Source: an optimization exercise on an open RTL-to-GDS flow (aim: small area, a short achievable clock period and few clock cycles). Production flows keep margins and buffers that such runs may drop.
Where RTL was checked, it was by simulation tests only, not by an equivalence proof against the original.
For runs 1, 2, 4 and 5, only the layout was checked, not whether the RTL still works.
Power and IR drop assume default switching activity.

`design.v`:
```
package buffet_pkg;
    localparam int DATA_W = 32;
    localparam int ADDR_W = 4;
    localparam int DEPTH = 16;
    localparam int SB_DEPTH = 4;
    typedef logic [DATA_W-1:0] data_t;
    typedef logic [ADDR_W-1:0] idx_t;
    typedef logic [ADDR_W:0] count_t;
    typedef struct packed {
        idx_t offset;
        logic will_update;
        logic is_shrink;
    } read_req_t;
    typedef struct packed {
        logic en;
        idx_t idx;
        data_t data;
    } wr_port_t;
    typedef enum logic {
        RD_IDLE,
        RD_WAIT
    } rd_state_e;
endpackage
`timescale 1ns/1ps
module buffet_window (
    input  logic                clk,
    input  logic                nreset_i,
    input  logic                push_valid_i,
    input  logic                credit_req_i,
    input  logic                shrink_i,
    input  buffet_pkg::idx_t    shrink_amount_i,
    output buffet_pkg::count_t  head_o,
    output buffet_pkg::count_t  tail_o,
    output logic                credit_valid_o,
    output buffet_pkg::count_t  credit_o
);
    buffet_pkg::count_t head_q;
    buffet_pkg::count_t tail_q;
    always_ff @(posedge clk or negedge nreset_i) begin
        if (!nreset_i) begin
            head_q <= '0;
            tail_q <= '0;
        end else begin
            if (push_valid_i) begin
                tail_q <= tail_q + 1'b1;
            end
            if (shrink_i) begin
                head_q <= head_q + buffet_pkg::count_t'(shrink_amount_i);
            end
        end
    end
    assign head_o = head_q;
    assign tail_o = tail_q;
    always_ff @(posedge clk or negedge nreset_i) begin
        if (!nreset_i) begin
            credit_valid_o <= 1'b0;
        end else begin
            credit_valid_o <= credit_req_i;
        end
    end
    always_ff @(posedge clk) begin
        credit_o <= buffet_pkg::count_t'(buffet_pkg::DEPTH) - (tail_q - head_q);
    end
endmodule
`timescale 1ns/1ps
module buffet_update_tracker (
    input  logic                 clk,
    input  logic                 nreset_i,
    input  logic                 update_valid_i,
    input  buffet_pkg::idx_t     update_offset_i,
    input  buffet_pkg::data_t    update_data_i,
    input  buffet_pkg::idx_t     head_i,
    input  buffet_pkg::wr_port_t push_wr_i,
    input  logic                 alloc_i,
    input  buffet_pkg::idx_t     alloc_idx_i,
    output logic [buffet_pkg::DEPTH-1:0] pend_o,
    output logic                 wu_room_o,
    input  buffet_pkg::idx_t     probe_idx_i,
    output logic                 probe_hit_o,
    output buffet_pkg::wr_port_t ram_wr_o
);
    localparam int UB_SLOTS = 2;
    localparam int CW = $clog2(UB_SLOTS + 1);
    logic [buffet_pkg::DEPTH-1:0] pend_q;
    logic [CW-1:0] wu_cnt_q;
    logic [UB_SLOTS-1:0] ub_v_q;
    buffet_pkg::idx_t ub_idx_q [UB_SLOTS];
    buffet_pkg::data_t ub_data_q [UB_SLOTS];
    buffet_pkg::idx_t upd_idx;
    logic [UB_SLOTS-1:0] ub_wr;
    logic [UB_SLOTS-1:0] ub_drop;
    logic retire;
    buffet_pkg::idx_t retire_idx;
    assign upd_idx = head_i + update_offset_i;
    always_comb begin
        for (int i = 0; i < UB_SLOTS; i++) begin
            ub_drop[i] = ub_v_q[i] && push_wr_i.en && (ub_idx_q[i] == push_wr_i.idx);
            ub_wr[i] = (i == 0) && ub_v_q[i] && !push_wr_i.en;
        end
    end
    logic [UB_SLOTS-1:0] ub_keep;
    logic [UB_SLOTS-1:0] ub_v_d;
    buffet_pkg::idx_t ub_idx_d [UB_SLOTS];
    buffet_pkg::data_t ub_data_d [UB_SLOTS];
    assign ub_keep = ub_v_q & ~ub_wr & ~ub_drop;
    always_comb begin
        ub_v_d[0] = ub_keep[0] || ub_keep[1] || update_valid_i;
        ub_v_d[1] = (ub_keep[0] && ub_keep[1]) || ((ub_keep[0] || ub_keep[1]) && update_valid_i);
        if (ub_keep[0]) begin
            ub_idx_d[0] = ub_idx_q[0];
            ub_data_d[0] = ub_data_q[0];
        end else if (ub_keep[1]) begin
            ub_idx_d[0] = ub_idx_q[1];
            ub_data_d[0] = ub_data_q[1];
        end else begin
            ub_idx_d[0] = upd_idx;
            ub_data_d[0] = update_data_i;
        end
        if (ub_keep[0] && ub_keep[1]) begin
            ub_idx_d[1] = ub_idx_q[1];
            ub_data_d[1] = ub_data_q[1];
        end else begin
            ub_idx_d[1] = upd_idx;
            ub_data_d[1] = update_data_i;
        end
    end
    always_comb begin
        retire = 1'b0;
        retire_idx = ub_idx_q[0];
        for (int i = 0; i < UB_SLOTS; i++) begin
            if (ub_wr[i] || ub_drop[i]) begin
                retire = 1'b1;
                retire_idx = ub_idx_q[i];
            end
        end
    end
    always_ff @(posedge clk or negedge nreset_i) begin
        if (!nreset_i) begin
            ub_v_q <= '0;
            wu_cnt_q <= '0;
        end else begin
            ub_v_q <= ub_v_d;
            wu_cnt_q <= wu_cnt_q + CW'(alloc_i) - CW'(retire);
        end
    end
    always_ff @(posedge clk) begin
        for (int i = 0; i < UB_SLOTS; i++) begin
            ub_idx_q[i] <= ub_idx_d[i];
            ub_data_q[i] <= ub_data_d[i];
        end
    end
    always_ff @(posedge clk or negedge nreset_i) begin
        if (!nreset_i) begin
            pend_q <= '0;
        end else begin
            for (int i = 0; i < buffet_pkg::DEPTH; i++) begin
                if (alloc_i && alloc_idx_i == buffet_pkg::idx_t'(i)) begin
                    pend_q[i] <= 1'b1;
                end else if (retire && retire_idx == buffet_pkg::idx_t'(i)) begin
                    pend_q[i] <= 1'b0;
                end
            end
        end
    end
    assign pend_o = pend_q;
    assign probe_hit_o = ub_wr[0] && (ub_idx_q[0] == probe_idx_i);
    assign wu_room_o = (wu_cnt_q != CW'(UB_SLOTS));
    always_comb begin
        if (push_wr_i.en) begin
            ram_wr_o = push_wr_i;
        end else begin
            ram_wr_o.en = ub_v_q[0];
            ram_wr_o.idx = ub_idx_q[0];
            ram_wr_o.data = ub_data_q[0];
        end
    end
endmodule
`timescale 1ns/1ps
module buffet_read_ctrl #(
    parameter int QD = 3
) (
    input  logic                  clk,
    input  logic                  nreset_i,
    input  logic                  read_valid_i,
    input  buffet_pkg::read_req_t read_req_i,
    input  logic                  read_data_ready_i,
    input  buffet_pkg::count_t    head_i,
    input  buffet_pkg::count_t    tail_i,
    input  logic                  push_valid_i,
    input  logic [buffet_pkg::DEPTH-1:0] pend_i,
    input  logic                  wu_room_i,
    input  logic                  ub_hit_i,
    input  buffet_pkg::data_t     ram_wr_data_i,
    output logic                  read_ready_o,
    output logic                  shrink_o,
    output buffet_pkg::idx_t      shrink_amount_o,
    output logic                  alloc_o,
    output buffet_pkg::idx_t      ram_rd_idx_o,
    input  buffet_pkg::data_t     ram_rd_data_i,
    output logic                  read_data_valid_o,
    output buffet_pkg::data_t     read_data_o
);
    buffet_pkg::count_t q_pos_q [QD];
    logic [QD-1:0] q_wu_q;
    logic [QD-1:0] q_v_q;
    logic [QD-1:0] q_v_d;
    logic ready_q;
    logic accept;
    logic enq;
    logic deq;
    buffet_pkg::count_t in_pos;
    buffet_pkg::count_t cand_pos;
    buffet_pkg::count_t fill;
    logic pushed;
    logic byp_push;
    logic raw_ok;
    logic issue;
    assign read_ready_o = ready_q;
    assign accept = read_valid_i && ready_q;
    assign enq = accept && !read_req_i.is_shrink;
    assign shrink_o = accept && read_req_i.is_shrink;
    assign shrink_amount_o = read_req_i.offset;
    assign in_pos = head_i + buffet_pkg::count_t'(read_req_i.offset);
    assign cand_pos = q_pos_q[0];
    assign fill = tail_i - cand_pos - 1'b1;
    assign pushed = !fill[buffet_pkg::ADDR_W];
    assign byp_push = push_valid_i && (tail_i == cand_pos);
    assign raw_ok = !pend_i[cand_pos[buffet_pkg::ADDR_W-1:0]] || ub_hit_i;
    assign issue = q_v_q[0] && (pushed || byp_push) && raw_ok && read_data_ready_i &&
                   (wu_room_i || !q_wu_q[0]);
    assign deq = issue;
    assign alloc_o = issue && q_wu_q[0];
    assign ram_rd_idx_o = cand_pos[buffet_pkg::ADDR_W-1:0];
    always_comb begin
        for (int i = 0; i < QD; i++) begin
            if (deq) begin
                q_v_d[i] = (i + 1 < QD) ? (q_v_q[i+1] || (enq && q_v_q[i])) : 1'b0;
            end else begin
                q_v_d[i] = q_v_q[i] || (enq && (i == 0 || q_v_q[i-1]));
            end
        end
    end
    always_ff @(posedge clk or negedge nreset_i) begin
        if (!nreset_i) begin
            q_v_q <= '0;
            ready_q <= 1'b1;
        end else begin
            q_v_q <= q_v_d;
            ready_q <= !q_v_d[QD-1];
        end
    end
    always_ff @(posedge clk) begin
        for (int i = 0; i < QD; i++) begin
            if (deq) begin
                if (i + 1 < QD && q_v_q[i+1]) begin
                    q_pos_q[i] <= q_pos_q[i+1];
                    q_wu_q[i] <= q_wu_q[i+1];
                end else if (q_v_q[i]) begin
                    q_pos_q[i] <= in_pos;
                    q_wu_q[i] <= read_req_i.will_update;
                end
            end else if (!q_v_q[i] && (i == 0 || q_v_q[i-1])) begin
                q_pos_q[i] <= in_pos;
                q_wu_q[i] <= read_req_i.will_update;
            end
        end
    end
    always_ff @(posedge clk or negedge nreset_i) begin
        if (!nreset_i) begin
            read_data_valid_o <= 1'b0;
        end else begin
            read_data_valid_o <= issue;
        end
    end
    always_ff @(posedge clk) begin
        if (byp_push || ub_hit_i) begin
            read_data_o <= ram_wr_data_i;
        end else begin
            read_data_o <= ram_rd_data_i;
        end
    end
endmodule
`timescale 1ns/1ps
module buffet_data_ram (
    input  logic                 clk,
    input  buffet_pkg::wr_port_t wr_i,
    input  buffet_pkg::idx_t     rd_idx_i,
    output buffet_pkg::data_t    rd_data_o
);
    buffet_pkg::data_t mem [buffet_pkg::DEPTH];
    always_ff @(posedge clk) begin
        if (wr_i.en) begin
            mem[wr_i.idx] <= wr_i.data;
        end
    end
    assign rd_data_o = mem[rd_idx_i];
endmodule
`timescale 1ns/1ps
module buffet_top (
    input  logic                  clk,
    input  logic                  nreset_i,
    input  logic                  push_valid_i,
    input  buffet_pkg::data_t     push_data_i,
    input  logic                  credit_req_i,
    output logic                  credit_valid_o,
    output buffet_pkg::count_t    credit_o,
    input  logic                  read_valid_i,
    input  buffet_pkg::read_req_t read_req_i,
    output logic                  read_ready_o,
    output logic                  read_data_valid_o,
    output buffet_pkg::data_t     read_data_o,
    input  logic                  read_data_ready_i,
    input  logic                  update_valid_i,
    input  buffet_pkg::idx_t      update_offset_i,
    input  buffet_pkg::data_t     update_data_i
);
    buffet_pkg::count_t head;
    buffet_pkg::count_t tail;
    logic shrink;
    buffet_pkg::idx_t shrink_amount;
    logic alloc;
    logic [buffet_pkg::DEPTH-1:0] pend;
    logic wu_room;
    logic ub_hit;
    buffet_pkg::idx_t ram_rd_idx;
    buffet_pkg::data_t ram_rd_data;
    buffet_pkg::wr_port_t push_wr;
    buffet_pkg::wr_port_t ram_wr;
    buffet_window u_window (
        .clk             (clk),
        .nreset_i        (nreset_i),
        .push_valid_i    (push_valid_i),
        .credit_req_i    (credit_req_i),
        .shrink_i        (shrink),
        .shrink_amount_i (shrink_amount),
        .head_o          (head),
        .tail_o          (tail),
        .credit_valid_o  (credit_valid_o),
        .credit_o        (credit_o)
    );
    always_comb begin
        push_wr.en = push_valid_i;
        push_wr.idx = tail[buffet_pkg::ADDR_W-1:0];
        push_wr.data = push_data_i;
    end
    buffet_update_tracker u_tracker (
        .clk             (clk),
        .nreset_i        (nreset_i),
        .update_valid_i  (update_valid_i),
        .update_offset_i (update_offset_i),
        .update_data_i   (update_data_i),
        .head_i          (head[buffet_pkg::ADDR_W-1:0]),
        .push_wr_i       (push_wr),
        .alloc_i         (alloc),
        .alloc_idx_i     (ram_rd_idx),
        .pend_o          (pend),
        .wu_room_o       (wu_room),
        .probe_idx_i     (ram_rd_idx),
        .probe_hit_o     (ub_hit),
        .ram_wr_o        (ram_wr)
    );
    buffet_read_ctrl u_read_ctrl (
        .clk               (clk),
        .nreset_i          (nreset_i),
        .read_valid_i      (read_valid_i),
        .read_req_i        (read_req_i),
        .read_data_ready_i (read_data_ready_i),
        .head_i            (head),
        .tail_i            (tail),
        .push_valid_i      (push_valid_i),
        .pend_i            (pend),
        .wu_room_i         (wu_room),
        .ub_hit_i          (ub_hit),
        .ram_wr_data_i     (ram_wr.data),
        .read_ready_o      (read_ready_o),
        .shrink_o          (shrink),
        .shrink_amount_o   (shrink_amount),
        .alloc_o           (alloc),
        .ram_rd_idx_o      (ram_rd_idx),
        .ram_rd_data_i     (ram_rd_data),
        .read_data_valid_o (read_data_valid_o),
        .read_data_o       (read_data_o)
    );
    buffet_data_ram u_ram (
        .clk         (clk),
        .wr_i        (ram_wr),
        .rd_idx_i    (ram_rd_idx),
        .rd_data_o   (ram_rd_data)
    );
endmodule
```
`run.sh`:
```
#!/bin/bash
# synth_recipe.tcl (not shown) runs the flow's synth.tcl, then flattens the netlist and writes it again
# the make line also repeats each setting of config.mk as NAME=value (left out here)
make -C /OpenROAD-flow-scripts/flow DESIGN_CONFIG=/design/flow/config.mk WORK_HOME=/design/flow/orfs CLKGATE_MAP_FILE= SYNTH_SCRIPT=/design/flow/synth_recipe.tcl finish
```
`config.mk`:
```
export PLATFORM = sky130hd
export DESIGN_NAME = buffet_top
export DESIGN_NICKNAME = buffet_top
export VERILOG_FILES = /design/flow/design.v
export SDC_FILE = /design/flow/constraint.sdc
export NUM_CORES = 4
export LEC_CHECK = 0
export ABC_CLOCK_PERIOD_IN_PS = 2000
export CAP_MARGIN = 20
export CORE_MARGIN = 2
export CORE_UTILIZATION = 40
export SETUP_SLACK_MARGIN = 2.3
export SLEW_MARGIN = 20
```
`constraint.sdc`:
```
create_clock -name core_clock -period 4.4 [get_ports {clk}]
set_input_delay 0.8800 -clock core_clock [delete_from_list [all_inputs] [get_ports {clk}]]
set_output_delay 0.8800 -clock core_clock [all_outputs]
set_load 0.01 [all_outputs]
```
==> results of run 1 <==
power by group:
part	total (mW)	switching, mW	internal, mW
combinational	10.2	5.00	5.23
clock	5.87	2.47	3.41
sequential	9.77	0.805	8.96
total	25.9	8.27	17.6
per-layer routing:
metal	global-route usage [%]	wire (um)
met4	5.98	1760
met5	0	13
met1	26.1	28600
met3	4.02	4080
met2	34.7	36600
worst max-delay path, cell delays in order (launching register included):
cell and delay, ns:
edfxtp_1 0.43, buf_12 0.14, mux4_2 0.50, a22oi_2 0.19, nand3_2 0.12, a211oi_4 0.30
buf_12 0.16, nand2_4 0.05, ha_4 0.27, inv_2 0.03, ha_4 0.15, xnor2_2 0.13
xnor2_1 0.12
sequential cells by signal (all words and copies together), names as in the netlist, named ones only:
name                           count
u_ram.mem                        512
u_tracker.ub_data_q               64
u_read_ctrl.read_data_o           32
u_tracker.pend_q                  16
u_read_ctrl.q_pos_q               15
u_tracker.ub_idx_q                 8
u_window.credit_o                  5
u_window.head_q                    5
u_window.tail_q                    5
u_read_ctrl.q_v_q                  3
u_read_ctrl.q_wu_q                 3
u_tracker.ub_v_q                   2
u_tracker.wu_cnt_q                 2
u_read_ctrl.read_data_valid_o      1
u_read_ctrl.ready_q                1
u_window.credit_valid_o            1
through the flow:
| step | hold slack, ns | cells |
|---|---|---|
| 6_report | 0.398 | 2508 |
| 5_1_grt | 0.450 | 2508 |
| 4_1_cts | 0.411 | 2473 |
| 3_5_place_dp | 0.464 | 2232 |
| 3_3_place_gp | 0.462 | 2232 |
| 2_1_floorplan | 0.437 | 1283 |
layout by cell type, fill, tap and decap left out, types with 21 or more instances in the layout:
master and instances:
buf_16 21, clkbuf_1 22, edfxtp_1 602, mux4_2 164
buf_6 30, buf_4 47, mux2_2 54, clkdlybuf4s50_1 77
inv_1 22, dfxtp_1 34, mux2_4 60, clkbuf_16 83
dfrtp_1 30, buf_12 57
timing repair:
action | 4_1_cts | 5_1_grt
resized for setup | 171 | 118
pin swaps | 20 | 26
setup endpoints to repair | 755 | 330
buffers inserted | 86 | 29
hold buffers | 0 | 0
cloned | 21 | 6
area by class of cell:
| cell class | count | share of cell area [%] |
|---|---|---|
| Sequential cell | 679 | 56.9 |
| Multi-Input combinational cell | 517 | 22.3 |
| Timing Repair Buffer | 286 | 10.9 |
| Clock buffer | 100 | 5.80 |
| Tap cell | 864 | 3.10 |
| Clock inverter | 34 | 0.729 |
| Inverter | 28 | 0.334 |
worst max-delay path by stage:
stage	start	to	slack (ns)
2_1_floorplan	push_valid_i	u_tracker.wu_cnt_q[1]	1.66
3_3_place_gp	push_valid_i	u_tracker.ub_data_q[1][21]	0.75
3_5_place_dp	push_valid_i	u_tracker.ub_data_q[1][13]	0.70
4_1_cts	u_read_ctrl.q_pos_q[0][0]	u_tracker.wu_cnt_q[1]	1.68
5_1_grt	u_read_ctrl.q_pos_q[0][0]	u_tracker.wu_cnt_q[1]	1.61
6_report	u_read_ctrl.q_pos_q[0][0]	u_tracker.wu_cnt_q[1]	1.69
kinds of logic after synthesis:
| logic type | count (synthesis) | share of synthesized area (%) |
|---|---|---|
| compound gates | 82 | 1.98 |
| xor+xnor | 28 | 0.916 |
| fa+ha+maj | 24 | 1.21 |
| buf+inv | 92 | 1.40 |
| flops | 679 | 73.9 |
| mux | 285 | 18.9 |
| simple gates | 93 | 1.72 |
==> results.yml, run 1 <==
synth:
  yosys.area.top_type: "edfxtp_1"
  synth_top_area_share_pct: 67.5
  netlist_instances: 1283
  ys_seq_elements: 679
  synth_commonest_cells: "602 x edfxtp_1, 164 x mux4_2, 108 x mux2_2"
  synth.avg_cell_area_um2: 20.9
  ys_seq_area_share_pct: 73.9
  ys_async_sr_fraction_pct: 5.30
  synth-main-ff-cell: "edfxtp_1"
  synthesis.nets: 1388
  yosysWarnings: 14
  syn_area_mm2: 0.0268
  synth_edf_count: 602
  yosys-top-cells-area: "edfxtp_1 67%, mux4_2 14%, mux2_2 4.5%, dfrtp_1 3.3%, dfxtp_1 3.1%"
  yosysMostFrequentCell: "edfxtp_1"
  yosysUniqueCellTypes: 50
critical_path:
  reg2reg_from: "u_read_ctrl.q_pos_q[0][0]"
  r2r_slack_ns: 1.69
  path_max_fanout: 5
  timing.rr.end: "u_tracker.wu_cnt_q[1]"
  ff2ff_path_depth: 12
  cp.arrival_ns: 3.20
  worst-setup-path-type: "reg -> reg"
  startpoint_type: "register"
  required_ns: 4.89
  crit_path_end_kind: "register"
floorplanning:
  dieHeight_um: 263
  rows: 94
  pin_count: 121
  die-area_mm2: 0.0690
  core_area_mm2: 0.0660
  start_util_pct: 40.6
  die_w_um: 263
power:
  ir_drop_mv: 0.500
  finalPower_mw: 25.9
  leakagePower_nw: 12.0
  p_per_area_mw_per_mm2: 742
timing:
  skew_ns: 0.0179
  slew_headroom_pct: 40.8
  rsz0062_at_grt: "yes"
  setup_viol: 0
  fin_setup_tns_ns: 0
  drv_slew: 0
  fin_ws_ns: 1.69
  hold_viol_final: 0
  fin_crit_sh_pct: 61.7
  post-route-min-period_ns: 2.71
  max_freq_ghz: 0.369
  tightest_slew_ns: 0.888
routing:
  dr.pass1.iters: 7
  ant_nets: 0
  wl_per_cell_um: 28.3
  first_iter_violations: 1301
  drc_errors: 0
  vias: 13900
  avgViaCountPerCell: 5.53
  routed_wl_um: 71000
cells_and_area:
  diodes: 0
  final_area_mm2: 0.0349
  area.sequential_mm2: 0.0198
  fillers: 5061
  final_util_pct: 52.8
  areaGrowthSynthToFinish_pct: 30.2
  drive_above_1_share_pct: 41.4
  multiInputGateArea_mm2: 0.00777
  fin_nets: 1690
clock_tree:
  cts_root_buf: "clkbuf_16"
  cts_tree: "built"
  numCtsBuffers: 73
  path_clk_slew_ns: 0.06
  clockBufferDepth: 3
  htree_levels: 3
  clock_latency_ns: 0.60
  clkSinkCount: 679
place:
  gp_congestion: 0.778
  place_area_mm2: 0.0298
  place_hpwl_um: 36800
  numPortBuffers: 120
  dpl_worst_slack_ns: 0.699
global_route:
  grt_pass1_vias: 14300
  grt_max_degree: 38
  globalRouteTotalUtil_pct: 20.2
  antenna_found_initial: 3
  overflow: 0
  grt_pass1_wl_um: 100000
run:
  cap_violations: 0
outcome:
  outcome: "complete, no violations"
worst_hold_path:
  hp-class: "in -> async"
==> run 2, diff against run 1 <==
--- a/config.mk
+++ b/config.mk
@@ -5,9 +5,9 @@
 export SDC_FILE = /design/flow/constraint.sdc
 export NUM_CORES = 4
 export LEC_CHECK = 0
-export ABC_CLOCK_PERIOD_IN_PS = 2000
+export ABC_CLOCK_PERIOD_IN_PS = 2400
 export CAP_MARGIN = 20
 export CORE_MARGIN = 2
 export CORE_UTILIZATION = 40
-export SETUP_SLACK_MARGIN = 2.3
+export SETUP_SLACK_MARGIN = 1.9
 export SLEW_MARGIN = 20
==> run 2 against run 1 <==
Against the previous run:
- wire length fell by 16%
- via count fell by 5.6%
- first-iteration DRC count fell by 25%
- fmax rose by 2.7%
- register-to-register slack improved by 0.07 ns
- synthesized cell count did not move
- die area did not move
- flip-flop and latch count did not move
- non-clock buffer count fell by 67
- sequential power barely moved
==> results.yml, run 2 <==
timing:
  drv_slew: 0
  hold_viol_final: 0
  fin_setup_tns_ns: 0
  post-route-min-period_ns: 2.64
  setup_viol: 0
  skew_ns: 0.0174
  rsz0062_at_grt: "yes"
  slew_headroom_pct: 41.5
  whs_ns: 0.381
  max_freq_ghz: 0.379
  tightest_slew_ns: 0.877
  fin_crit_sh_pct: 60.0
  fin_ws_ns: 1.76
routing:
  vias: 13100
  wl_per_cell_um: 24.6
  first_iter_violations: 980
  dr.pass1.iters: 5
  avgViaCountPerCell: 5.38
  routed_wl_um: 59800
  ant_nets: 0
  drc_errors: 0
clock_tree:
  hold_buffers: 0
  cts_root_buf: "clkbuf_16"
  path_clk_slew_ns: 0.06
  clock_latency_ns: 0.61
  clockBufferDepth: 3
  clkSinkCount: 679
  numCtsBuffers: 73
  htree_levels: 3
  cts_tree: "built"
power:
  leakagePower_nw: 11.0
  ir_drop_mv: 0.462
  p_per_area_mw_per_mm2: 720
global_route:
  grt_pass1_wl_um: 90200
  grt_max_degree: 43
  use_met3_pct: 3.02
  overflow: 0
  grt_use_met2_pct: 28.3
  use_met1_pct: 24.8
  antenna_found_initial: 0
  grt.busiest_layer: "met2"
  globalRouteTotalUtil_pct: 17.6
  grt_pass1_vias: 14000
floorplanning:
  pin_count: 121
  die_w_um: 263
  rows: 94
  dieHeight_um: 263
  die-area_mm2: 0.0690
  start_util_pct: 40.6
  core_area_mm2: 0.0660
synth:
  yosysWarnings: 14
  synth_top_area_share_pct: 67.5
  synth_commonest_cells: "602 x edfxtp_1, 164 x mux4_2, 108 x mux2_2"
  netlist_instances: 1283
  synth.avg_cell_area_um2: 20.9
  ys_seq_elements: 679
  synthesis.nets: 1388
  yosysUniqueCellTypes: 50
  yosysMostFrequentCell: "edfxtp_1"
  synth_edf_count: 602
  yosys-top-cells-area: "edfxtp_1 67%, mux4_2 14%, mux2_2 4.5%, dfrtp_1 3.3%, dfxtp_1 3.1%"
  synth-main-ff-cell: "edfxtp_1"
  yosys.area.top_type: "edfxtp_1"
  syn_area_mm2: 0.0268
  ys_async_sr_fraction_pct: 5.30
  ys_seq_area_share_pct: 73.9
critical_path:
  path_max_fanout: 5
  worst-setup-path-type: "reg -> reg"
  path_cells: "buf_12 -> buf_6 -> mux4_2 -> a22oi_2 -> nand3_2 -> a211oi_4 -> buf_6 -> nand2_4 -> ha_4 -> inv_2 -> ha_4 -> xnor2_2 -> xnor2_1"
  critical-path-top-delay-family: "buffers and inverters"
  slowest_delay_ns: 0.43
  crit_path_end_kind: "register"
  startpoint_type: "register"
  required_ns: 4.90
  cp.arrival_ns: 3.14
  worst-path-buf-inv: 4
  cp_slowest_cell: "edfxtp_1"
cells_and_area:
  top_register: "u_ram.mem"
  drive_above_1_share_pct: 35.2
  final_cell_mix: "602 x edfxtp_1, 164 x mux4_2, 117 x clkdlybuf4s50_1"
  reg_top3: "u_ram.mem: 512 flops, u_tracker.ub_data_q: 64 flops, u_read_ctrl.read_data_o: 32 flops"
  largest_reg_flops: 512
  areaGrowthSynthToFinish_pct: 22.5
  diodes: 0
  final_util_pct: 49.7
  final_common_cell: "edfxtp_1"
  fin_nets: 1618
  instances_no_fill: 2433
worst_hold_path:
  hp-class: "in -> async"
place:
  gp_congestion: 0.758
  place_hpwl_um: 34100
  numPortBuffers: 120
  dpl_worst_slack_ns: 0.805
  dp_cells: 2236
run:
  cap_violations: 0
outcome:
  outcome: "complete, no violations"
==> run 2: cell counts after synthesis <==
No cell type changed its count.
==> run 2: logic make-up after synthesis <==
family	Yosys count	synth area share, %
flops	679	73.9
mux	285	18.9
simple gates	93	1.72
buf+inv	92	1.40
compound gates	82	1.98
xor+xnor	28	0.916
fa+ha+maj	24	1.21
==> run 2: worst register-to-register path: stages, from the launching register on <==
cell	delay, ns
edfxtp_1	0.43
buf_12	0.17
buf_6	0.11
mux4_2	0.41
a22oi_2	0.16
nand3_2	0.12
a211oi_4	0.22
buf_6	0.16
nand2_4	0.06
ha_4	0.27
inv_2	0.04
ha_4	0.15
xnor2_2	0.13
xnor2_1	0.12
==> run 2: path summary, 6_finish.rpt <==
kind | startpoint | endpoint | slack (ns) | cells after the start
setup reg to reg | u_read_ctrl.q_pos_q[0][0] | u_tracker.wu_cnt_q[1] | 1.76 | 13
hold / removal | nreset_i | u_window.credit_valid_o | 0.38 | 1
min in group core_clock | u_tracker.wu_cnt_q[1] | u_tracker.wu_cnt_q[1] | 0.48 | 1
setup / recovery | u_read_ctrl.q_pos_q[0][0] | u_tracker.wu_cnt_q[1] | 1.76 | 13
max in group asynchronous | nreset_i | u_window.tail_q[0] | 3.36 | 1
hold reg to reg | u_tracker.wu_cnt_q[1] | u_tracker.wu_cnt_q[1] | 0.48 | 1
==> run 2: what timing repair did <==
action                                  4_1_cts  5_1_grt
buffers inserted                             46       20
pin swaps                                    11        7
endpoints found under the setup margin      673      194
resized for setup                            39       26
==> run 2: cell type report <==
class                           instances  area, um2
Timing Repair Buffer                  219       2420
Tap cell                              864       1080
Multi-Input combinational cell        512       7150
Fill cell                            5264      33200
Clock inverter                         28        221
Sequential cell                       679      19800
Inverter                               28        109
Clock buffer                          103       2010
==> run 2: where the power goes <==
part	leakage, nW	internal, mW	switching (mW)
combinational	3.56	4.11	4.01
sequential	6.34	8.96	0.796
clock	1.09	3.32	2.44
==> run 2: through the flow <==
| step | power, mW | cell area, um2 |
|---|---|---|
| after global placement | 17.1 | 29600 |
| after global routing | 24.8 | 32800 |
| final | 23.6 | 32800 |
| after floorplan | 14.6 | 27200 |
| after CTS | 23.7 | 32500 |
| after detailed placement | 17.3 | 29600 |
==> run 2: layer usage <==
metal,wire length [um],part of all wire [%]
met5,0,0
met4,1270,2.1
met3,2990,5.0
met2,28900,48
met1,26700,45
==> run 3, diff against run 2 <==
--- a/design.v
+++ b/design.v
@@ -80,7 +80,7 @@
     output buffet_pkg::wr_port_t ram_wr_o
 );
     localparam int UB_SLOTS = 2;
-    localparam int CW = $clog2(UB_SLOTS + 1);
+    localparam int CW = 2;
     logic [buffet_pkg::DEPTH-1:0] pend_q;
     logic [CW-1:0] wu_cnt_q;
     logic [UB_SLOTS-1:0] ub_v_q;
==> run 3 against run 2 <==
Against the previous run:
- still clean
- synthesized area unchanged
- final cell count unchanged
- critical path depth unchanged
- highest routed layer unchanged
==> results.yml, run 3 <==
timing:
  hold_viol_final: 0
  slew_headroom_pct: 41.5
  rsz0062_at_grt: "yes"
  max_freq_ghz: 0.379
  whs_ns: 0.381
  skew_ns: 0.0174
  post-route-min-period_ns: 2.64
  tightest_slew_ns: 0.877
  drv_slew: 0
  fin_setup_tns_ns: 0
  setup_viol: 0
  fin_crit_sh_pct: 60.0
clock_tree:
  path_clk_slew_ns: 0.06
  clockBufferDepth: 3
  cts_tree: "built"
  clock_latency_ns: 0.61
  numCtsBuffers: 73
  clkSinkCount: 679
  htree_levels: 3
  cts_root_buf: "clkbuf_16"
synth:
  yosys.area.top_type: "edfxtp_1"
  synth.avg_cell_area_um2: 20.9
  yosys-top-cells-area: "edfxtp_1 67%, mux4_2 14%, mux2_2 4.5%, dfrtp_1 3.3%, dfxtp_1 3.1%"
  synth_commonest_cells: "602 x edfxtp_1, 164 x mux4_2, 108 x mux2_2"
  yosysMostFrequentCell: "edfxtp_1"
  ys_seq_elements: 679
  synthesis.nets: 1388
  ys_async_sr_fraction_pct: 5.30
  synth_top_area_share_pct: 67.5
  synth-main-ff-cell: "edfxtp_1"
  yosysUniqueCellTypes: 50
  synth_edf_count: 602
  yosysWarnings: 14
  netlist_instances: 1283
  ys_seq_area_share_pct: 73.9
  syn_area_mm2: 0.0268
cells_and_area:
  drive_above_1_share_pct: 35.2
  fin_nets: 1618
  final_util_pct: 49.7
  final_cell_mix: "602 x edfxtp_1, 164 x mux4_2, 117 x clkdlybuf4s50_1"
  final_area_mm2: 0.0328
  largest_reg_flops: 512
  top_register: "u_ram.mem"
  reg_top3: "u_ram.mem: 512 flops, u_tracker.ub_data_q: 64 flops, u_read_ctrl.read_data_o: 32 flops"
  areaGrowthSynthToFinish_pct: 22.5
  final_common_cell: "edfxtp_1"
  diodes: 0
place:
  numPortBuffers: 120
  place_area_mm2: 0.0296
  place_hpwl_um: 34100
  gp_congestion: 0.758
critical_path:
  crit_path_end_kind: "register"
  path_max_fanout: 5
  reg2reg_from: "u_read_ctrl.q_pos_q[0][0]"
  startpoint_type: "register"
  worst-setup-path-type: "reg -> reg"
  required_ns: 4.90
  r2r_slack_ns: 1.76
  setup.worst_path.start: "u_read_ctrl.q_pos_q[0][0]"
  cp.arrival_ns: 3.14
floorplanning:
  core_area_mm2: 0.0660
  rows: 94
  start_util_pct: 40.6
  dieHeight_um: 263
  pin_count: 121
  die_w_um: 263
  die-area_mm2: 0.0690
power:
  leakagePower_nw: 11.0
  switching_share_pct: 30.6
  p_int_mw: 16.4
  p_sw_mw: 7.24
  ir_drop_mv: 0.462
  pwr-share-comb_pct: 34.3
  seqPwrFrac_pct: 41.3
  p_per_area_mw_per_mm2: 720
  clockPowerShare_pct: 24.4
routing:
  dr.pass1.iters: 5
  first_iter_violations: 980
  routed_wl_um: 59800
  avgViaCountPerCell: 5.38
  vias: 13100
  drc_errors: 0
  ant_nets: 0
  wl_per_cell_um: 24.6
outcome:
  outcome: "complete, no violations"
global_route:
  grt_pass1_wl_um: 90200
  globalRouteTotalUtil_pct: 17.6
  grt_max_degree: 43
  grt_pass1_vias: 14000
  antenna_found_initial: 0
  overflow: 0
run:
  cap_violations: 0
worst_hold_path:
  hp-class: "in -> async"
## run 3: per-stage QoR
| stage | setup slack (ns) | power, mW | instances |
|---|---|---|---|
| finish | 1.76 | 23.6 | 2433 |
| CTS | 1.66 | 23.7 | 2413 |
| floorplan | 1.66 | 14.6 | 1283 |
| global route | 1.65 | 24.8 | 2433 |
| detailed placement | 0.805 | 17.3 | 2236 |
| global placement | 0.883 | 17.1 | 2236 |
## run 3: worst paths after layout
check / endpoint / cells after the start
setup / recovery: u_tracker.wu_cnt_q[1] / 13
hold / removal: u_window.credit_valid_o / 1
setup reg to reg: u_tracker.wu_cnt_q[1] / 13
hold reg to reg: u_tracker.wu_cnt_q[1] / 1
max in group asynchronous: u_window.tail_q[0] / 1
min in group core_clock: u_tracker.wu_cnt_q[1] / 1
## run 3: area by class of cell
| cell class | count | area [um2] |
|---|---|---|
| fillers | 5264 | 33200 |
| multi-input cells | 512 | 7150 |
| well taps | 864 | 1080 |
| clock inverters | 28 | 221 |
| flip-flops and latches | 679 | 19800 |
| inverters | 28 | 109 |
| repair buffers | 219 | 2420 |
| clock buffers | 103 | 2010 |
## run 3: logic make-up after synthesis
group	Yosys count	share of synthesized area [%]
xor gates and xnor gates	28	0.916
DFF	679	73.9
buffers and inverters	92	1.40
muxes	285	18.9
and+or+nand+nor	93	1.72
AOI/OAI and AO/OA	82	1.98
adders and majority gates	24	1.21
## run 3: worst max-delay path, cell delays in order, from the launching register on
cell,delay [ns]
edfxtp_1,0.43
buf_12,0.16
buf_6,0.11
mux4_2,0.41
a22oi_2,0.16
nand3_2,0.12
a211oi_4,0.22
buf_6,0.16
nand2_4,0.06
ha_4,0.27
inv_2,0.04
ha_4,0.15
xnor2_2,0.13
xnor2_1,0.12
## run 3: metal layers
| layer | global-route usage [%] | wire length (um) |
|---|---|---|
| met1 | 24.8 | 26700 |
| met2 | 28.3 | 28900 |
| met3 | 3.02 | 2990 |
| met4 | 4.64 | 1270 |
| met5 | 0 | 0 |
## run 3: power groups by stage
stage	Sequential, mW	Clock, mW	Combinational (mW)
final	9.76	5.76	8.11
after global routing	9.90	6.16	8.74
after CTS	9.84	5.90	7.91
after detailed placement	10.1	0	7.14
after global placement	10.1	0	7.09
after floorplan	9.45	0	5.20
## run 3: what timing repair did
item	CTS	global route
setup buffers	46	20
hold buffers	0	0
gates resized for setup	39	26
pin swaps	11	7
setup endpoints to repair	673	194
Testbench counts of run 3, summed over its fixed seeds: cycles 9,666.
==> run 4, diff against run 3 <==
--- a/design.v
+++ b/design.v
@@ -74,15 +74,16 @@
     input  logic                 alloc_i,
     input  buffet_pkg::idx_t     alloc_idx_i,
     output logic [buffet_pkg::DEPTH-1:0] pend_o,
+    output logic                 retire_o,
+    output buffet_pkg::idx_t     retire_idx_o,
     output logic                 wu_room_o,
     input  buffet_pkg::idx_t     probe_idx_i,
     output logic                 probe_hit_o,
     output buffet_pkg::wr_port_t ram_wr_o
 );
     localparam int UB_SLOTS = 2;
-    localparam int CW = 2;
     logic [buffet_pkg::DEPTH-1:0] pend_q;
-    logic [CW-1:0] wu_cnt_q;
+    logic [UB_SLOTS-1:0] wu_cnt_q;
     logic [UB_SLOTS-1:0] ub_v_q;
     buffet_pkg::idx_t ub_idx_q [UB_SLOTS];
     buffet_pkg::data_t ub_data_q [UB_SLOTS];
@@ -140,7 +141,11 @@
             wu_cnt_q <= '0;
         end else begin
             ub_v_q <= ub_v_d;
-            wu_cnt_q <= wu_cnt_q + CW'(alloc_i) - CW'(retire);
+            if (alloc_i && !retire) begin
+                wu_cnt_q <= {wu_cnt_q[UB_SLOTS-2:0], 1'b1};
+            end else if (!alloc_i && retire) begin
+                wu_cnt_q <= {1'b0, wu_cnt_q[UB_SLOTS-1:1]};
+            end
         end
     end
     always_ff @(posedge clk) begin
@@ -163,8 +168,10 @@
         end
     end
     assign pend_o = pend_q;
+    assign retire_o = retire;
+    assign retire_idx_o = retire_idx;
     assign probe_hit_o = ub_wr[0] && (ub_idx_q[0] == probe_idx_i);
-    assign wu_room_o = (wu_cnt_q != CW'(UB_SLOTS));
+    assign wu_room_o = !wu_cnt_q[UB_SLOTS-1];
     always_comb begin
         if (push_wr_i.en) begin
             ram_wr_o = push_wr_i;
@@ -188,6 +195,8 @@
     input  buffet_pkg::count_t    tail_i,
     input  logic                  push_valid_i,
     input  logic [buffet_pkg::DEPTH-1:0] pend_i,
+    input  logic                  retire_i,
+    input  buffet_pkg::idx_t      retire_idx_i,
     input  logic                  wu_room_i,
     input  logic                  ub_hit_i,
     input  buffet_pkg::data_t     ram_wr_data_i,
@@ -200,37 +209,49 @@
     output logic                  read_data_valid_o,
     output buffet_pkg::data_t     read_data_o
 );
+    localparam int AW = buffet_pkg::ADDR_W;
     buffet_pkg::count_t q_pos_q [QD];
     logic [QD-1:0] q_wu_q;
+    logic [QD-1:0] q_pd_q;
+    logic [QD-1:0] q_blk_q;
     logic [QD-1:0] q_v_q;
     logic [QD-1:0] q_v_d;
     logic ready_q;
     logic accept;
     logic enq;
     logic deq;
-    buffet_pkg::count_t in_pos;
-    buffet_pkg::count_t cand_pos;
-    buffet_pkg::count_t fill;
-    logic pushed;
-    logic byp_push;
-    logic raw_ok;
     logic issue;
+    logic byp_push;
+    logic [QD-1:0] pd_d;
+    logic [QD-1:0] blk_d;
+    buffet_pkg::count_t in_pos;
+    buffet_pkg::count_t occ;
+    logic in_pd;
+    logic in_blk;
     assign read_ready_o = ready_q;
     assign accept = read_valid_i && ready_q;
     assign enq = accept && !read_req_i.is_shrink;
     assign shrink_o = accept && read_req_i.is_shrink;
     assign shrink_amount_o = read_req_i.offset;
-    assign in_pos = head_i + buffet_pkg::count_t'(read_req_i.offset);
-    assign cand_pos = q_pos_q[0];
-    assign fill = tail_i - cand_pos - 1'b1;
-    assign pushed = !fill[buffet_pkg::ADDR_W];
-    assign byp_push = push_valid_i && (tail_i == cand_pos);
-    assign raw_ok = !pend_i[cand_pos[buffet_pkg::ADDR_W-1:0]] || ub_hit_i;
-    assign issue = q_v_q[0] && (pushed || byp_push) && raw_ok && read_data_ready_i &&
-                   (wu_room_i || !q_wu_q[0]);
+    assign byp_push = push_valid_i && (tail_i == q_pos_q[0]);
+    assign issue = q_v_q[0] && (q_pd_q[0] || byp_push) && (!q_blk_q[0] || ub_hit_i) &&
+                   read_data_ready_i && (!q_wu_q[0] || wu_room_i);
     assign deq = issue;
     assign alloc_o = issue && q_wu_q[0];
-    assign ram_rd_idx_o = cand_pos[buffet_pkg::ADDR_W-1:0];
+    assign ram_rd_idx_o = q_pos_q[0][AW-1:0];
+    always_comb begin
+        for (int i = 0; i < QD; i++) begin
+            pd_d[i] = q_pd_q[i] || (push_valid_i && (tail_i == q_pos_q[i]));
+            blk_d[i] = (q_blk_q[i] && !(retire_i && (retire_idx_i == q_pos_q[i][AW-1:0]))) ||
+                       (alloc_o && (q_pos_q[0][AW-1:0] == q_pos_q[i][AW-1:0]));
+        end
+    end
+    assign occ = tail_i - head_i;
+    assign in_pos = head_i + buffet_pkg::count_t'(read_req_i.offset);
+    assign in_pd = (buffet_pkg::count_t'(read_req_i.offset) < occ) ||
+                   (push_valid_i && (buffet_pkg::count_t'(read_req_i.offset) == occ));
+    assign in_blk = (pend_i[in_pos[AW-1:0]] && !(retire_i && (retire_idx_i == in_pos[AW-1:0]))) ||
+                    (alloc_o && (q_pos_q[0][AW-1:0] == in_pos[AW-1:0]));
     always_comb begin
         for (int i = 0; i < QD; i++) begin
             if (deq) begin
@@ -255,13 +276,22 @@
                 if (i + 1 < QD && q_v_q[i+1]) begin
                     q_pos_q[i] <= q_pos_q[i+1];
                     q_wu_q[i] <= q_wu_q[i+1];
-                end else if (q_v_q[i]) begin
+                    q_pd_q[i] <= pd_d[i+1];
+                    q_blk_q[i] <= blk_d[i+1];
+                end else begin
                     q_pos_q[i] <= in_pos;
                     q_wu_q[i] <= read_req_i.will_update;
+                    q_pd_q[i] <= in_pd;
+                    q_blk_q[i] <= in_blk;
                 end
-            end else if (!q_v_q[i] && (i == 0 || q_v_q[i-1])) begin
+            end else if (q_v_q[i]) begin
+                q_pd_q[i] <= pd_d[i];
+                q_blk_q[i] <= blk_d[i];
+            end else begin
                 q_pos_q[i] <= in_pos;
                 q_wu_q[i] <= read_req_i.will_update;
+                q_pd_q[i] <= in_pd;
+                q_blk_q[i] <= in_blk;
             end
         end
     end
@@ -321,6 +351,8 @@
     logic alloc;
     logic [buffet_pkg::DEPTH-1:0] pend;
     logic wu_room;
+    logic retire;
+    buffet_pkg::idx_t retire_idx;
     logic ub_hit;
     buffet_pkg::idx_t ram_rd_idx;
     buffet_pkg::data_t ram_rd_data;
@@ -354,6 +386,8 @@
         .alloc_i         (alloc),
         .alloc_idx_i     (ram_rd_idx),
         .pend_o          (pend),
+        .retire_o        (retire),
+        .retire_idx_o    (retire_idx),
         .wu_room_o       (wu_room),
         .probe_idx_i     (ram_rd_idx),
         .probe_hit_o     (ub_hit),
@@ -369,6 +403,8 @@
         .tail_i            (tail),
         .push_valid_i      (push_valid_i),
         .pend_i            (pend),
+        .retire_i          (retire),
+        .retire_idx_i      (retire_idx),
         .wu_room_i         (wu_room),
         .ub_hit_i          (ub_hit),
         .ram_wr_data_i     (ram_wr.data),
==> run 4 against run 3 <==
Against the previous run:
- first-iteration DRC count increased by 22%
- synthesized cell count rose by 14%
- clock-buffer cell count down 12
- clock skew increased by 0.012 ns
- register-to-register slack lost 0.05 ns
- critical path depth fell by 5
- combinational power is 23% higher
- fmax fell by 2.0%
- worst setup slack lost 0.054 ns
- sequential power up 2.0%
- wire length grew 9.2%
==> results.yml, run 4 <==
timing:
  hold_viol_final: 0
  skew_ns: 0.0298
  drv_slew: 0
  whs_ns: 0.370
  fin_crit_sh_pct: 61.2
  max_freq_ghz: 0.371
  fin_setup_tns_ns: 0
  slew_headroom_pct: 41.8
  post-route-min-period_ns: 2.69
  tightest_slew_ns: 0.873
  rsz0062_at_grt: "yes"
  setup_viol: 0
cells_and_area:
  diodes: 0
  drive_above_1_share_pct: 36.1
  fin_nets: 1805
  top_register: "u_ram.mem"
  areaGrowthSynthToFinish_pct: 23.4
  final_cell_mix: "590 x edfxtp_1, 164 x mux4_2, 111 x mux2_2"
  multiInputGateArea_mm2: 0.00842
  area.sequential_mm2: 0.0198
  reg_top3: "u_ram.mem: 512 flops, u_tracker.ub_data_q: 64 flops, u_read_ctrl.read_data_o: 32 flops"
  fillers: 5616
  final_common_cell: "edfxtp_1"
  final_util_pct: 50.0
  largest_reg_flops: 512
global_route:
  grt_pass1_vias: 15400
  globalRouteTotalUtil_pct: 18.6
  grt_max_degree: 56
  grt_pass1_wl_um: 98000
  overflow: 0
  antenna_found_initial: 0
routing:
  wl_per_cell_um: 24.2
  dr.pass1.iters: 5
  routed_wl_um: 65300
  ant_nets: 0
  avgViaCountPerCell: 5.40
  first_iter_violations: 1194
  vias: 14500
  drc_errors: 0
floorplanning:
  pin_count: 121
  rows: 96
  core_area_mm2: 0.0687
  dieHeight_um: 268
  die_w_um: 268
  die-area_mm2: 0.0718
  start_util_pct: 40.5
critical_path:
  cp.arrival_ns: 3.24
  path_max_fanout: 5
  required_ns: 4.95
  worst-path-buf-inv: 1
  worst-setup-path-type: "reg -> reg"
  path_cells: "xor2_4 -> or4_4 -> buf_6 -> or4_1 -> o311a_1 -> a311oi_2 -> a22oi_1 -> o21ai_1"
  critical-path-top-delay-family: "simple AND/OR/NAND/NOR gates"
  startpoint_type: "register"
  cp_slowest_cell: "or4_4"
  slowest_delay_ns: 0.59
  crit_path_end_kind: "register"
synth:
  yosys.area.top_type: "edfxtp_1"
  synthesis.nets: 1570
  syn_area_mm2: 0.0279
  netlist_instances: 1468
  yosysMostFrequentCell: "edfxtp_1"
  ys_async_sr_fraction_pct: 5.26
  yosysUniqueCellTypes: 72
  synth-main-ff-cell: "edfxtp_1"
  synth_edf_count: 590
  yosysWarnings: 15
  synth.avg_cell_area_um2: 19.0
  synth_top_area_share_pct: 63.6
  ys_seq_area_share_pct: 71.1
  yosys-top-cells-area: "edfxtp_1 64%, mux4_2 13%, mux2_2 4.6%, dfxtp_1 4.2%, dfrtp_1 3.1%"
  synth_commonest_cells: "590 x edfxtp_1, 164 x mux4_2, 113 x mux2_2"
  ys_seq_elements: 685
power:
  leakagePower_nw: 11.6
  p_per_area_mw_per_mm2: 766
  ir_drop_mv: 0.366
clock_tree:
  htree_levels: 3
  cts_root_buf: "clkbuf_16"
  numCtsBuffers: 74
  clockBufferDepth: 3
  cts_tree: "built"
  clkSinkCount: 685
  clock_latency_ns: 0.62
  path_clk_slew_ns: 0.06
  hold_buffers: 0
place:
  numPortBuffers: 120
  gp_congestion: 0.866
  place_hpwl_um: 37100
worst_hold_path:
  hp-class: "in -> async"
outcome:
  outcome: "complete, no violations"
run:
  cap_violations: 0
-- run 4: cell count changes in the layout (fill, tap and decap cells not counted), sizes merged, moves of 11 or more --
cell,before,now
buf,101,123
xnor2,12,23
nor3,2,14
o31ai,16,1
nand2,27,45
dfxtp,41,59
o21ai,30,57
clkbuf,103,92
nor2,28,42
xor2,16,42
edfxtp,602,590
-- run 4: cells by family after synthesis --
| group | synth area share, % |
|---|---|
| xor+xnor | 2.10 |
| fa+ha+maj | 1.02 |
| simple gates | 2.89 |
| buf+inv | 1.60 |
| flops | 71.1 |
| mux | 18.0 |
| compound gates | 3.24 |
-- run 4: repair_timing --
item,in CTS,in global routing
buffers inserted,60,20
pin swaps,25,20
endpoints found under the setup margin,265,161
resized for setup,63,43
-- run 4: layer usage --
metal	global-route usage (%)	routed length [um]
met1	24.8	27500
met2	31.5	33400
met3	3.19	2910
met4	5.36	1560
met5	0	0
-- run 4: power breakdown --
group	leakage [nW]	switching, mW	total (mW)	internal (mW)
Combinational	3.97	5.16	9.98	4.83
Sequential	6.38	0.848	9.96	9.11
Clock	1.22	2.59	6.37	3.78
-- run 4: per-stage QoR --
| step | total power, mW | std cells | instance area (um2) | setup slack (ns) |
|---|---|---|---|---|
| after global routing | 27.7 | 2695 | 34400 | 1.62 |
| after global placement | 18.8 | 2478 | 30700 | 0.508 |
| after CTS | 26.3 | 2675 | 34000 | 1.66 |
| after detailed placement | 19.0 | 2478 | 30700 | 0.447 |
| final | 26.3 | 2695 | 34400 | 1.71 |
| after floorplan | 16.1 | 1468 | 28400 | 1.34 |
-- run 4: layout make-up --
class	count	share of cell area, %
flip-flops and latches	685	57.7
multi-input cells	671	24.5
repair buffers	241	6.74
clock buffers	91	5.66
well taps	931	3.39
clock inverters	46	1.65
inverters	30	0.353
-- run 4: path summary, 6_finish.rpt --
path                       cells past startpoint  slack (ns)                  start                      end
setup / recovery                               8        1.71     u_window.tail_q[0]   u_read_ctrl.q_blk_q[1]
hold / removal                                 1        0.37               nreset_i  u_window.credit_valid_o
setup reg to reg                               8        1.71     u_window.tail_q[0]   u_read_ctrl.q_blk_q[1]
hold reg to reg                                1        0.49  u_read_ctrl.q_wu_q[2]    u_read_ctrl.q_wu_q[2]
max in group asynchronous                      1        3.36               nreset_i       u_window.tail_q[2]
min in group core_clock                        1        0.49  u_read_ctrl.q_wu_q[2]    u_read_ctrl.q_wu_q[2]
==> run 5, diff against run 4 <==
--- a/config.mk
+++ b/config.mk
@@ -9,5 +9,5 @@
 export CAP_MARGIN = 20
 export CORE_MARGIN = 2
 export CORE_UTILIZATION = 40
-export SETUP_SLACK_MARGIN = 1.9
+export SETUP_SLACK_MARGIN = 2.3
 export SLEW_MARGIN = 20
==> run 5 against run 4 <==
Against the previous run:
- critical path depth is 2 higher
- power is 7.9% higher
- non-clock buffer count is 88 higher
- synthesized cell count stayed put
- global-route usage is 2.7 points higher
- cell area is 5.4% higher
- still clean
- core utilization is 2.7 points higher
- combinational power is 21% higher
- highest routed layer unchanged
- critical endpoint is now u_read_ctrl.q_blk_q[0]
- hold slack better by 0.032 ns
- sequential share of layout area is 2.9 points lower
==> results.yml, run 5 <==
floorplanning:
  rows: 96
  dieHeight_um: 268
  core_area_mm2: 0.0687
  die-area_mm2: 0.0718
  start_util_pct: 40.5
  pin_count: 121
  die_w_um: 268
routing:
  first_iter_violations: 1321
  ant_nets: 0
  drc_errors: 0
  dr.pass1.iters: 5
  routed_wl_um: 76300
  avgViaCountPerCell: 5.51
  wl_per_cell_um: 27.3
  vias: 15400
synth:
  synth_top_family_by_area: "multiplexers"
  yosysWarnings: 15
  synth-compound-area-share_pct: 3.24
  syn_area_mm2: 0.0279
  synthesis.nets: 1570
  synth-main-ff-cell: "edfxtp_1"
  ys_async_sr_fraction_pct: 5.26
  synth_commonest_cells: "590 x edfxtp_1, 164 x mux4_2, 113 x mux2_2"
  yosys.area.top_type: "edfxtp_1"
  ys_seq_area_share_pct: 71.1
  yosysMostFrequentCell: "edfxtp_1"
  synthSimpleGateAreaFrac_pct: 2.89
  yosys-top-cells-area: "edfxtp_1 64%, mux4_2 13%, mux2_2 4.6%, dfxtp_1 4.2%, dfrtp_1 3.1%"
  synthAdderAreaFrac_pct: 1.02
  synth.avg_cell_area_um2: 19.0
  synthXorXnorAreaFrac_pct: 2.10
  ys_seq_elements: 685
  synth_edf_count: 590
  netlist_instances: 1468
  synth_top_area_share_pct: 63.6
  muxShareOfSynthArea_pct: 18.0
  yosysUniqueCellTypes: 72
cells_and_area:
  final_util_pct: 52.7
  top_register: "u_ram.mem"
  drive_above_1_share_pct: 41.4
  final_cell_mix: "590 x edfxtp_1, 164 x mux4_2, 115 x buf_4"
  largest_reg_flops: 512
  fin_nets: 1898
  final_common_cell: "edfxtp_1"
  reg_top3: "u_ram.mem: 512 flops, u_tracker.ub_data_q: 64 flops, u_read_ctrl.read_data_o: 32 flops"
  areaGrowthSynthToFinish_pct: 30.0
global_route:
  grt_pass1_vias: 16200
  grt.busiest_layer: "met2"
  use_met1_pct: 28.7
  grt_pass1_wl_um: 109000
  antenna_found_initial: 1
  globalRouteTotalUtil_pct: 21.3
  grt_use_met2_pct: 35.9
  use_met3_pct: 3.48
  grt_max_degree: 44
  overflow: 0
critical_path:
  crit_path_end_kind: "register"
  reg2reg_from: "u_window.tail_q[0]"
  cp.arrival_ns: 3.31
  required_ns: 4.90
  startpoint_type: "input port"
  worst-setup-path-type: "in -> reg"
  path_max_fanout: 7
  timing.rr.end: "u_read_ctrl.q_blk_q[0]"
  ff2ff_path_depth: 8
  r2r_slack_ns: 1.60
timing:
  skew_ns: 0.0152
  slew_headroom_pct: 37.3
  setup_viol: 0
  hold_viol_final: 0
  post-route-min-period_ns: 2.81
  drv_slew: 0
  max_freq_ghz: 0.356
  fin_crit_sh_pct: 63.8
  tightest_slew_ns: 0.941
  fin_ws_ns: 1.59
  fin_setup_tns_ns: 0
  rsz0062_at_grt: "yes"
clock_tree:
  clkSinkCount: 685
  cts_root_buf: "clkbuf_16"
  numCtsBuffers: 75
  htree_levels: 3
  path_clk_slew_ns: 0.06
  clock_latency_ns: 0.62
  hold_buffers: 0
  clockBufferDepth: 3
  cts_tree: "built"
power:
  finalPower_mw: 28.4
  ir_drop_mv: 0.366
  p_per_area_mw_per_mm2: 785
  leakagePower_nw: 12.5
place:
  dpl_worst_slack_ns: 0.417
  place_hpwl_um: 38900
  numPortBuffers: 120
  gp_congestion: 0.866
run:
  cap_violations: 0
outcome:
  outcome: "complete, no violations"
worst_hold_path:
  hp-class: "in -> async"
[run 5: cell counts after synthesis]
Identical to the previous run, type by type.
[run 5: how the worst max path moves through the flow]
| stage | startpoint | end | slack [ns] | cells after the start |
|---|---|---|---|---|
| after floorplan | push_valid_i | u_tracker.ub_data_q[1][0] | 1.36 | 6 |
| after global placement | read_req_i[3] | u_read_ctrl.q_blk_q[0] | 0.57 | 9 |
| after detailed placement | read_req_i[3] | u_read_ctrl.q_blk_q[0] | 0.42 | 9 |
| after CTS | u_tracker.ub_idx_q[1][0] | u_read_ctrl.q_blk_q[0] | 1.62 | 8 |
| after global routing | read_req_i[3] | u_read_ctrl.q_blk_q[0] | 1.50 | 10 |
| final | read_req_i[3] | u_read_ctrl.q_blk_q[0] | 1.59 | 10 |
[run 5: metrics by stage]
| stage | cell area (um2) | hold WS [ns] | std cells |
|---|---|---|---|
| 2_1_floorplan | 28700 | 0.442 | 1468 |
| 3_3_place_gp | 30900 | 0.461 | 2479 |
| 3_5_place_dp | 30900 | 0.474 | 2479 |
| 4_1_cts | 35600 | 0.400 | 2756 |
| 5_1_grt | 36200 | 0.437 | 2789 |
| 6_report | 36200 | 0.401 | 2790 |
[run 5: cell type report]
cell class	count	area (um2)
Clock buffer	103	2170
Timing Repair Buffer	329	3840
Sequential cell	685	19800
Multi-Input combinational cell	675	8750
Tap cell	931	1160
Antenna cell	1	2.50
Clock inverter	36	333
Fill cell	5427	32500
Inverter	30	121
[run 5: cell families (layout without fill, tap and decap cells)]
family / Yosys count / after routing
mux: 283 / 283
compound gates: 137 / 137
other cells: 0 / 1
xor+xnor: 65 / 65
fa+ha+maj: 21 / 21
flops: 685 / 685
simple gates: 165 / 169
buf+inv: 112 / 498
[run 5: timing repair]
item,CTS,global route
endpoints found under the setup margin,753,415
cloned,23,4
setup buffers,115,29
pin swaps,38,25
gates resized for setup,230,80
[run 5: critical path, stage by stage]
cell and delay (ns):
dlygate4sd2_1 0.31, ha_1 0.37, a211oi_4 0.33, o21ba_4 0.27, a2bb2oi_2 0.16, a221oi_2 0.07
o41ai_2 0.43, buf_4 0.18, nor2_1 0.03, a311o_1 0.28
[run 5: report_power, final]
group | switching (mW) | internal (mW)
Combinational | 6.03 | 6.03
Clock | 2.57 | 3.76
Sequential | 0.908 | 9.11
[run 5: layer usage]
metal	vias to the layer above	wire [um]
li1	6590	-
met1	8170	31900
met2	518	37900
met3	105	4390
met4	0	2170
met5	-	0

afterwards: timing with drivers on the ports:
In the flow no input, the clock included, has a driving cell. The finished layouts below were timed again as built, in two steps. Step 1 assumes that a clkbuf_16 drives the clock port and a buf_2 every other input. Step 2 times the ports against the registers' clock, not the clock port: input delays grow and output delays shrink by t, the midpoint of the rising clock arrivals with the driver on. Three values: no drivers, after step 1, after step 2; two values: the first two.
| run | shift t [ns] | setup slack, ns | hold WS [ns] | worst setup path after step 2 |
|---|---|---|---|---|
| run 1 | 0.653 | 1.686 / 1.686 / 1.336 | 0.398 / 0.359 / 0.470 | input to register |
| run 2 | 0.664 | 1.759 / 1.759 / 1.313 | 0.381 / 0.350 / 0.476 | input to register |
| run 3 | 0.664 | 1.759 / 1.759 / 1.313 | 0.381 / 0.350 / 0.476 | input to register |
| run 4 | 0.674 | 1.705 / 1.705 / 1.084 | 0.370 / 0.334 / 0.491 | input to register |
| run 5 | 0.678 | 1.591 / 1.603 / 0.958 | 0.401 / 0.364 / 0.479 | input to register |
After both steps setup and hold are still met in every run listed. For run 5, which loses most, drivers alone change the setup slack by +0.012 ns; drivers and shift together by -0.633 ns.
